From an optimization exercise on the open Yosys and OpenROAD flow, aimed at a short achievable clock period and few clock cycles; shortcuts taken in it are not production practice.
The RTL was checked by simulation tests, not by an equivalence proof against the original design.
Power and IR drop assume default switching activity.

==> job 7747: inputs <==
==> flow/design.v <==
module mano_cpu #(
  parameter int ADDR_W = 12,
  parameter int MEM_AW = 8
) (
  input  logic                clk,
  input  logic                rst,
  input  logic                start,
  input  logic                mem_we,
  input  logic [MEM_AW-1:0]   mem_addr,
  input  logic [ADDR_W+3:0]   mem_wdata,
  output logic [ADDR_W+3:0]   mem_rdata,
  input  logic [7:0]          in_data,
  input  logic                in_valid,
  output logic                in_ready,
  output logic [7:0]          out_data,
  output logic                out_valid,
  input  logic                out_ready,
  output logic                running,
  output logic [ADDR_W-1:0]   pc,
  output logic [ADDR_W+3:0]   ac,
  output logic [ADDR_W+3:0]   ir,
  output logic                e,
  output logic [3:0]          sc
);
  localparam logic [15:0] HLT = 16'h7001;
  logic [4095:0] mem;                 
  function automatic logic [15:0] inc16(input logic [15:0] x);
    logic [15:0] c;
    for (int i = 0; i < 16; i++) c[i] = &(x | ~((16'd1 << i) - 16'd1));
    inc16 = x ^ c;
  endfunction
  function automatic logic [11:0] inc12(input logic [11:0] x);
    logic [11:0] c;
    for (int i = 0; i < 12; i++) c[i] = &(x | ~((12'd1 << i) - 12'd1));
    inc12 = x ^ c;
  endfunction
  logic        s, r, ien, fgi, fgo, e_q;
  logic [15:0] ac_q, ir_q;
  logic [7:0]  inpr, outr;
  logic [11:0] pc_f;                  
  logic        v_e;
  logic [15:0] ir_e;
  logic [11:0] pc_e, ea_e;
  logic        sk_e;                  
  logic        df_e;                  
  logic        wz_pend;               
  logic [11:0] wz_data;
  logic [7:0]   a3;
  logic [15:0]  w_f, ptr_f, dr;
  assign a3 = s ? ea_e[7:0] : mem_addr;
  mano_cpu_rd u_rd_f (.m(mem), .a(pc_f[7:0]), .q(w_f));
  mano_cpu_rd u_rd_p (.m(mem), .a(w_f[7:0]),  .q(ptr_f));
  mano_cpu_rd u_rd_e (.m(mem), .a(a3),        .q(dr));
  assign mem_rdata = dr;
  assign in_ready  = ~fgi;
  assign out_data  = outr;
  assign out_valid = ~fgo;
  assign running   = s;
  assign pc        = pc_f;
  assign ac        = ac_q;
  assign ir        = ir_q;
  assign e         = e_q;
  assign sc        = {3'b000, v_e};
  logic [2:0]   op_f;
  logic         ind_f, hlt_f;
  logic [11:0]  ea_f, pcn_f;
  assign op_f   = w_f[14:12];
  assign ind_f  = w_f[15] && op_f != 3'd7;
  assign ea_f   = ind_f ? ptr_f[11:0] : w_f[11:0];
  assign hlt_f  = w_f == HLT;
  logic         sk_f;
  always_comb begin
    case (op_f)
      3'd4: begin
        pcn_f   = ea_f;
      end
      3'd5: begin
        pcn_f   = inc12(ea_f);
      end
      default: begin
        pcn_f   = sk_f ? pc_f + 12'd2 : inc12(pc_f);
      end
    endcase
  end
  logic [2:0]  op_e;
  logic [11:0] b;
  logic        mr_e, rr_e, io_e, irq_e, halt_e, skip_e, we_e;
  logic [15:0] wd_e, dr_inc;
  logic [16:0] sum_e;
  logic [11:0] pc_e1, next_pc_e;
  assign op_e   = ir_e[14:12];
  assign b      = ir_e[11:0];
  assign mr_e   = op_e != 3'd7;
  assign rr_e   = !mr_e && !ir_e[15];
  assign io_e   = !mr_e && ir_e[15];
  assign irq_e  = ien && (fgi || fgo);
  assign halt_e = rr_e && b == 12'h001;
  assign pc_e1  = inc12(pc_e);
  mano_cpu_inc16 u_inc_d (.x(dr), .y(dr_inc));
  mano_cpu_add16 u_add (.x(ac_q), .y(dr), .s(sum_e));
  logic [15:0] ac_r;
  logic        e_r, ldac_e;
  assign ldac_e = v_e && mr_e && (op_e == 3'd0 || op_e == 3'd1 || op_e == 3'd2);
  always_comb begin
    ac_r = ac_q;
    e_r  = e_q;
    if (v_e) begin
      if (rr_e) begin
        if (b[11])      ac_r = '0;
        else if (b[10]) e_r = 1'b0;
        else if (b[9])  ac_r = ~ac_q;
        else if (b[8])  e_r = ~e_q;
        else if (b[7])  {ac_r, e_r} = {e_q, ac_q};
        else if (b[6])  {e_r, ac_r} = {ac_q, e_q};
        else if (b[5])  ac_r = inc16(ac_q);
      end else if (io_e && b[11]) ac_r[7:0] = inpr;
    end
  end
  logic [15:0] ac_x;
  logic        e_x;
  always_comb begin
    ac_x = ac_r;
    e_x  = e_r;
    if (ldac_e) begin
      case (op_e)
        3'd0:    ac_x = ac_q & dr;
        3'd1:    {e_x, ac_x} = sum_e;
        default: ac_x = dr;
      endcase
    end
  end
  function automatic logic skip_cond(input logic [15:0] w, input logic [15:0] a, input logic ev,
                                     input logic fi, input logic fo);
    skip_cond = 1'b0;
    if (w[14:12] == 3'd7 && !w[15]) begin
      if (w[11:5] != '0)  skip_cond = 1'b0;
      else if (w[4])      skip_cond = !a[15];
      else if (w[3])      skip_cond = a[15];
      else if (w[2])      skip_cond = a == '0;
      else if (w[1])      skip_cond = !ev;
    end else if (w[14:12] == 3'd7) begin
      if (w[11:10] != '0) skip_cond = 1'b0;
      else if (w[9])      skip_cond = fi;
      else if (w[8])      skip_cond = fo;
    end
  endfunction
  assign skip_e = (mr_e && op_e == 3'd6 && dr == 16'hFFFF)
               || (df_e && skip_cond(ir_e, ac_q, e_q, fgi, fgo));
  assign we_e = v_e && mr_e && (op_e == 3'd3 || op_e == 3'd5 || op_e == 3'd6);
  always_comb begin
    case (op_e)
      3'd3:    wd_e = ac_q;
      3'd5:    wd_e = {4'b0, pc_e1};
      default: wd_e = dr_inc;
    endcase
  end
  always_comb begin
    if (skip_e || sk_e)            next_pc_e = pc_e + 12'd2;
    else if (mr_e && op_e == 3'd4) next_pc_e = ea_e;
    else if (mr_e && op_e == 3'd5) next_pc_e = inc12(ea_e);
    else                           next_pc_e = pc_e1;
  end
  logic ien_x, fgi_x, fgo_x;
  always_comb begin
    ien_x = ien;
    fgi_x = fgi;
    fgo_x = fgo;
    if (v_e && io_e) begin
      if (b[11])      fgi_x = 1'b0;
      else if (b[10]) fgo_x = 1'b0;
      else if (b[9] || b[8]) ;
      else if (b[7])  ien_x = 1'b1;
      else if (b[6])  ien_x = 1'b0;
    end
  end
  logic skw_f, df_f;
  assign skw_f = op_f == 3'd7 && (w_f[15] ? (w_f[11:10] == '0 && w_f[9:8] != '0)
                                          : (w_f[11:5] == '0 && w_f[4:1] != '0));
  assign df_f  = skw_f && ldac_e;
  assign sk_f  = !ldac_e && skip_cond(w_f, ac_r, e_r, fgi_x, fgo_x);
  logic stale_f;
  assign stale_f = (we_e && (ea_e[7:0] == pc_f[7:0] || (ind_f && ea_e[7:0] == w_f[7:0])))
                || (wz_pend && (pc_f[7:0] == 8'd0 || (ind_f && w_f[7:0] == 8'd0)));
  logic         we;
  logic [7:0]   wa;
  logic [15:0]  wd;
  always_comb begin
    if (!s) begin
      we   = mem_we;
      wa   = mem_addr;
      wd   = mem_wdata;
    end else if (wz_pend) begin
      we   = 1'b1;
      wa   = 8'd0;
      wd   = {4'b0, wz_data};
    end else begin
      we   = we_e;
      wa   = ea_e[7:0];
      wd   = wd_e;
    end
  end
  for (genvar i = 0; i < 256; i++) begin : g_mem
    always_ff @(posedge clk) begin
      if (!rst && we && wa == i[7:0]) mem[16*i +: 16] <= wd;
    end
  end
  always_ff @(posedge clk) begin
    ir_e  <= w_f;
    pc_e  <= pc_f;
    ea_e  <= ea_f;
    sk_e  <= sk_f;
    df_e  <= df_f;
  end
  always_ff @(posedge clk) begin
    if (rst) begin
      s       <= 1'b0;
      r       <= 1'b0;
      ien     <= 1'b0;
      fgi     <= 1'b0;
      fgo     <= 1'b1;
      e_q     <= 1'b0;
      ac_q    <= '0;
      ir_q    <= '0;
      inpr    <= '0;
      outr    <= '0;
      pc_f    <= '0;
      v_e     <= 1'b0;
      wz_pend <= 1'b0;
    end else begin
      if (in_valid && !fgi) begin
        inpr <= in_data;
        fgi  <= 1'b1;
      end
      if (!fgo && out_ready) fgo <= 1'b1;
      wz_pend <= 1'b0;
      if (!s) begin
        v_e <= 1'b0;
        if (start) begin
          s <= 1'b1;
          if (r) begin
            r       <= 1'b0;
            ien     <= 1'b0;
            pc_f    <= 12'd1;
            wz_pend <= 1'b1;
            wz_data <= pc_f;
          end else begin
            v_e   <= 1'b1;
            pc_f  <= pcn_f;
          end
        end
      end else begin
        if (v_e) begin
          ir_q <= ir_e;
          ac_q <= ac_x;
          e_q  <= e_x;
          if (io_e) begin
            if (b[11]) begin
              fgi       <= 1'b0;
            end else if (b[10]) begin
              outr <= ac_q[7:0];
              fgo  <= 1'b0;
            end
            else if (b[9] || b[8]) ;
            else if (b[7]) ien <= 1'b1;
            else if (b[6]) ien <= 1'b0;
          end
        end
        if (v_e && halt_e) begin
          s   <= 1'b0;
          v_e <= 1'b0;
          if (irq_e) r <= 1'b1;
        end else if (v_e && irq_e) begin
          v_e     <= 1'b0;
          ien     <= 1'b0;
          pc_f    <= 12'd1;
          wz_pend <= 1'b1;
          wz_data <= next_pc_e;
        end else if (v_e && skip_e) begin
          v_e   <= 1'b0;
          pc_f  <= inc12(pc_f);
        end else if (stale_f) begin
          v_e <= 1'b0;
        end else if (hlt_f) begin
          s     <= 1'b0;
          v_e   <= 1'b0;
          pc_f  <= inc12(pc_f);
          ir_q  <= HLT;
          if (ien_x && (fgi_x || fgo_x)) r <= 1'b1;
        end else begin
          v_e   <= 1'b1;
          pc_f  <= pcn_f;
        end
      end
    end
  end
endmodule
module mano_cpu_rd (
  input  logic [4095:0] m,
  input  logic [7:0]    a,
  output logic [15:0]   q
);
  logic [63:0][15:0] l1;
  logic [15:0][15:0] l2;
  logic [3:0][15:0]  l3;
  always_comb begin
    for (int i = 0; i < 64; i++) l1[i] = m[16*(4*i + a[1:0]) +: 16];
    for (int i = 0; i < 16; i++) l2[i] = l1[4*i + a[3:2]];
    for (int i = 0; i < 4; i++)  l3[i] = l2[4*i + a[5:4]];
    q = l3[a[7:6]];
  end
endmodule
module mano_cpu_add16 (
  input  logic [15:0] x,
  input  logic [15:0] y,
  output logic [16:0] s
);
  logic [15:0] g, p, gg, pp, g2, p2;
  always_comb begin
    g  = x & y;
    p  = x ^ y;
    gg = g;
    pp = p;
    for (int l = 0; l < 4; l++) begin
      g2 = gg;
      p2 = pp;
      for (int i = 0; i < 16; i++) begin
        if (i >= (1 << l)) begin
          g2[i] = gg[i] | (pp[i] & gg[i-(1<<l)]);
          p2[i] = pp[i] & pp[i-(1<<l)];
        end
      end
      gg = g2;
      pp = p2;
    end
    s = {gg[15], p ^ {gg[14:0], 1'b0}};
  end
endmodule
module mano_cpu_inc16 (
  input  logic [15:0] x,
  output logic [15:0] y
);
  logic [15:0] c;
  always_comb begin
    for (int i = 0; i < 16; i++) c[i] = &(x | ~((16'd1 << i) - 16'd1));
    y = x ^ c;
  end
endmodule
==> flow/run.sh <==
#!/bin/bash
# synth_recipe.tcl (not shown) runs the flow's synth.tcl, then flattens the netlist and writes it again
# the make line also repeats each setting of config.mk as NAME=value (left out here)
make -C /OpenROAD-flow-scripts/flow DESIGN_CONFIG=/design/flow/config.mk WORK_HOME=/design/flow/orfs CLKGATE_MAP_FILE= SYNTH_SCRIPT=/design/flow/synth_recipe.tcl finish
==> flow/config.mk <==
export PLATFORM = sky130hd
export DESIGN_NAME = mano_cpu
export DESIGN_NICKNAME = mano_cpu
export VERILOG_FILES = /design/flow/design.v
export SDC_FILE = /design/flow/constraint.sdc
export NUM_CORES = 4
export LEC_CHECK = 0
export ABC_CLOCK_PERIOD_IN_PS = 1500
export CAP_MARGIN = 20
export CELL_PAD_IN_SITES_DETAIL_PLACEMENT = 1
export CELL_PAD_IN_SITES_GLOBAL_PLACEMENT = 2
export CORE_MARGIN = 2
export CORE_UTILIZATION = 30
export SETUP_SLACK_MARGIN = 2.5
export SLEW_MARGIN = 20
export SYNTH_HIERARCHICAL = 1
export SYNTH_MEMORY_MAX_BITS = 8192
export TNS_END_PERCENT = 10
==> flow/constraint.sdc <==
create_clock -name core_clock -period 9.0 [get_ports {clk}]
set_input_delay 1.8000 -clock core_clock [delete_from_list [all_inputs] [get_ports {clk}]]
set_output_delay 1.8000 -clock core_clock [all_outputs]
set_load 0.01 [all_outputs]
==> job 654: changes against job 7747 <==
--- a/flow/design.v
+++ b/flow/design.v
@@ -44,4 +44,5 @@
   logic        sk_e;                  
   logic        df_e;                  
+  logic        bump;                  
   logic        wz_pend;               
   logic [11:0] wz_data;
@@ -69,16 +70,13 @@
   assign ea_f   = ind_f ? ptr_f[11:0] : w_f[11:0];
   assign hlt_f  = w_f == HLT;
-  logic         sk_f;
+  logic         sk_f, bsai_f;
+  assign bsai_f = ind_f && op_f == 3'd5;
+  logic ptr_case;
+  assign ptr_case = ind_f && (op_f == 3'd4 || op_f == 3'd5);
   always_comb begin
     case (op_f)
-      3'd4: begin
-        pcn_f   = ea_f;
-      end
-      3'd5: begin
-        pcn_f   = inc12(ea_f);
-      end
-      default: begin
-        pcn_f   = sk_f ? pc_f + 12'd2 : inc12(pc_f);
-      end
+      3'd4:    pcn_f = w_f[11:0];
+      3'd5:    pcn_f = inc12(w_f[11:0]);
+      default: pcn_f = sk_f ? pc_f + 12'd2 : inc12(pc_f);
     endcase
   end
@@ -205,4 +203,29 @@
     end
   end
+  logic [11:0] pcn_o, pc_f_d;
+  logic        use_ptr;
+  always_comb begin
+    use_ptr = 1'b0;
+    pcn_o   = pc_f;
+    if (!s) begin
+      if (start) begin
+        if (r) pcn_o = 12'd1;
+        else begin
+          pcn_o   = pcn_f;
+          use_ptr = ptr_case;
+        end
+      end
+    end else if (v_e && halt_e) pcn_o = pc_f;
+    else if (v_e && irq_e)      pcn_o = 12'd1;
+    else if (bump)              pcn_o = inc12(pc_f);
+    else if (v_e && skip_e)     pcn_o = inc12(pc_f);
+    else if (stale_f)           pcn_o = pc_f;
+    else if (hlt_f)             pcn_o = inc12(pc_f);
+    else begin
+      pcn_o   = pcn_f;
+      use_ptr = ptr_case;
+    end
+  end
+  mano_cpu_mux12 u_pc_mux (.s(use_ptr), .a(ptr_f[11:0]), .b(pcn_o), .y(pc_f_d));
   always_ff @(posedge clk) begin
     ir_e  <= w_f;
@@ -227,4 +250,5 @@
       v_e     <= 1'b0;
       wz_pend <= 1'b0;
+      bump    <= 1'b0;
     end else begin
       if (in_valid && !fgi) begin
@@ -234,4 +258,6 @@
       if (!fgo && out_ready) fgo <= 1'b1;
       wz_pend <= 1'b0;
+      bump    <= 1'b0;
+      pc_f    <= pc_f_d;
       if (!s) begin
         v_e <= 1'b0;
@@ -241,10 +267,9 @@
             r       <= 1'b0;
             ien     <= 1'b0;
-            pc_f    <= 12'd1;
             wz_pend <= 1'b1;
             wz_data <= pc_f;
           end else begin
             v_e   <= 1'b1;
-            pc_f  <= pcn_f;
+            bump  <= bsai_f;
           end
         end
@@ -273,10 +298,10 @@
           v_e     <= 1'b0;
           ien     <= 1'b0;
-          pc_f    <= 12'd1;
           wz_pend <= 1'b1;
           wz_data <= next_pc_e;
+        end else if (bump) begin
+          v_e  <= 1'b0;
         end else if (v_e && skip_e) begin
           v_e   <= 1'b0;
-          pc_f  <= inc12(pc_f);
         end else if (stale_f) begin
           v_e <= 1'b0;
@@ -284,10 +309,9 @@
           s     <= 1'b0;
           v_e   <= 1'b0;
-          pc_f  <= inc12(pc_f);
           ir_q  <= HLT;
           if (ien_x && (fgi_x || fgo_x)) r <= 1'b1;
         end else begin
           v_e   <= 1'b1;
-          pc_f  <= pcn_f;
+          bump  <= bsai_f;
         end
       end
@@ -346,2 +370,10 @@
   end
 endmodule
+module mano_cpu_mux12 (
+  input  logic        s,
+  input  logic [11:0] a,
+  input  logic [11:0] b,
+  output logic [11:0] y
+);
+  assign y = s ? a : b;
+endmodule
==> flow/flow/run.sh (new file) <==
#!/bin/bash
# The standard layout (the standard.sh, whole), except that the port
# buffers are inserted as sky130_fd_sc_hd__buf_8 cells rather than the
# resizer's default pick, a delay-buffer cell that the footprint-matched
# repair cannot resize away. All of make's output goes to layout.log here;
# each ORFS step also keeps its own log under orfs/logs.
set -euo pipefail
bash standard.sh "BUFFER_PORTS_ARGS=-buffer_cell sky130_fd_sc_hd__buf_8" finish > layout.log 2>&1
==> flow/standard.sh (new file) <==
#!/bin/bash
# synth_recipe.tcl (not shown) runs the flow's synth.tcl, then flattens the netlist and writes it again
# the make line also repeats each setting of config.mk as NAME=value (left out here)
make -C /OpenROAD-flow-scripts/flow DESIGN_CONFIG=/design/flow/config.mk WORK_HOME=/design/flow/orfs CLKGATE_MAP_FILE= SYNTH_SCRIPT=/design/flow/synth_recipe.tcl "${@:-finish}"
Settings changed: CORE_UTILIZATION 30 to 35, SETUP_SLACK_MARGIN 2.5 to 3, TNS_END_PERCENT 10 to 0.
removed: flow/run.sh
==> run notes <==
Run status: job 654 finished clean; job 7747 finished clean
WL/cell: job 654 46.44 um; job 7747 43.67 um
Cell area after synthesis: job 654 227700 sq um; job 7747 227200 sq um
Num rows: job 654 296; job 7747 319
Worst Path Required: job 654 9.98 ns; job 7747 10.08 ns
Post-synthesis to final-layout area growth: job 654 19.49%; job 7747 24.25%
Achievable Freq: job 654 0.1329 GHz; job 7747 0.1242 GHz
Die width: job 654 810.7 um; job 7747 874.2 um
Lkg Pwr: job 654 86.67 nW; job 7747 90.43 nW
Net Sw Power: job 654 0.05755 W; job 7747 0.05808 W
Maximum VDD drop: job 654 0.7232 mV; job 7747 0.5877 mV
Total track usage: job 654 32.48%; job 7747 27.64%
Count of antenna diodes in the layout: job 654 22; job 7747 38
Power of the combinational group: job 654 0.0793 W; job 7747 0.0841 W
Testbench counts of job 7747, summed over its fixed seeds: cycles 10,257.
Testbench counts of job 654, summed over its fixed seeds: cycles 10,300.

[static timing again, ports no longer ideal]
Ports are ideal in the flow. The routed layouts listed here were re-timed in OpenROAD. Step 1: set_driving_cell puts a clkbuf_16 on clk and a buf_2 on each other input, an assumption about the parent block. Step 2 moves the port delays by t, midway between the first and last clock arrival at a register: inputs arrive t later, outputs are due t later. That takes back most of the time a late clock gives input paths. a / b / c = ideal / step 1 / step 2; a / b = the first two.
run	shift t [ns]	setup WS [ns]	latest minus earliest clock arrival (ns)	cell pins on the clock port's net
job 7747	1.252	0.946 / 0.946 / 0.683	0.128 / 0.128	1
job 654	1.246	1.478 / 1.478 / 0.569	0.079 / 0.078	1
After both steps setup and hold are still met in every run listed. For job 654, which loses most, drivers alone change the setup slack by 0.000 ns; drivers and shift together by -0.909 ns.
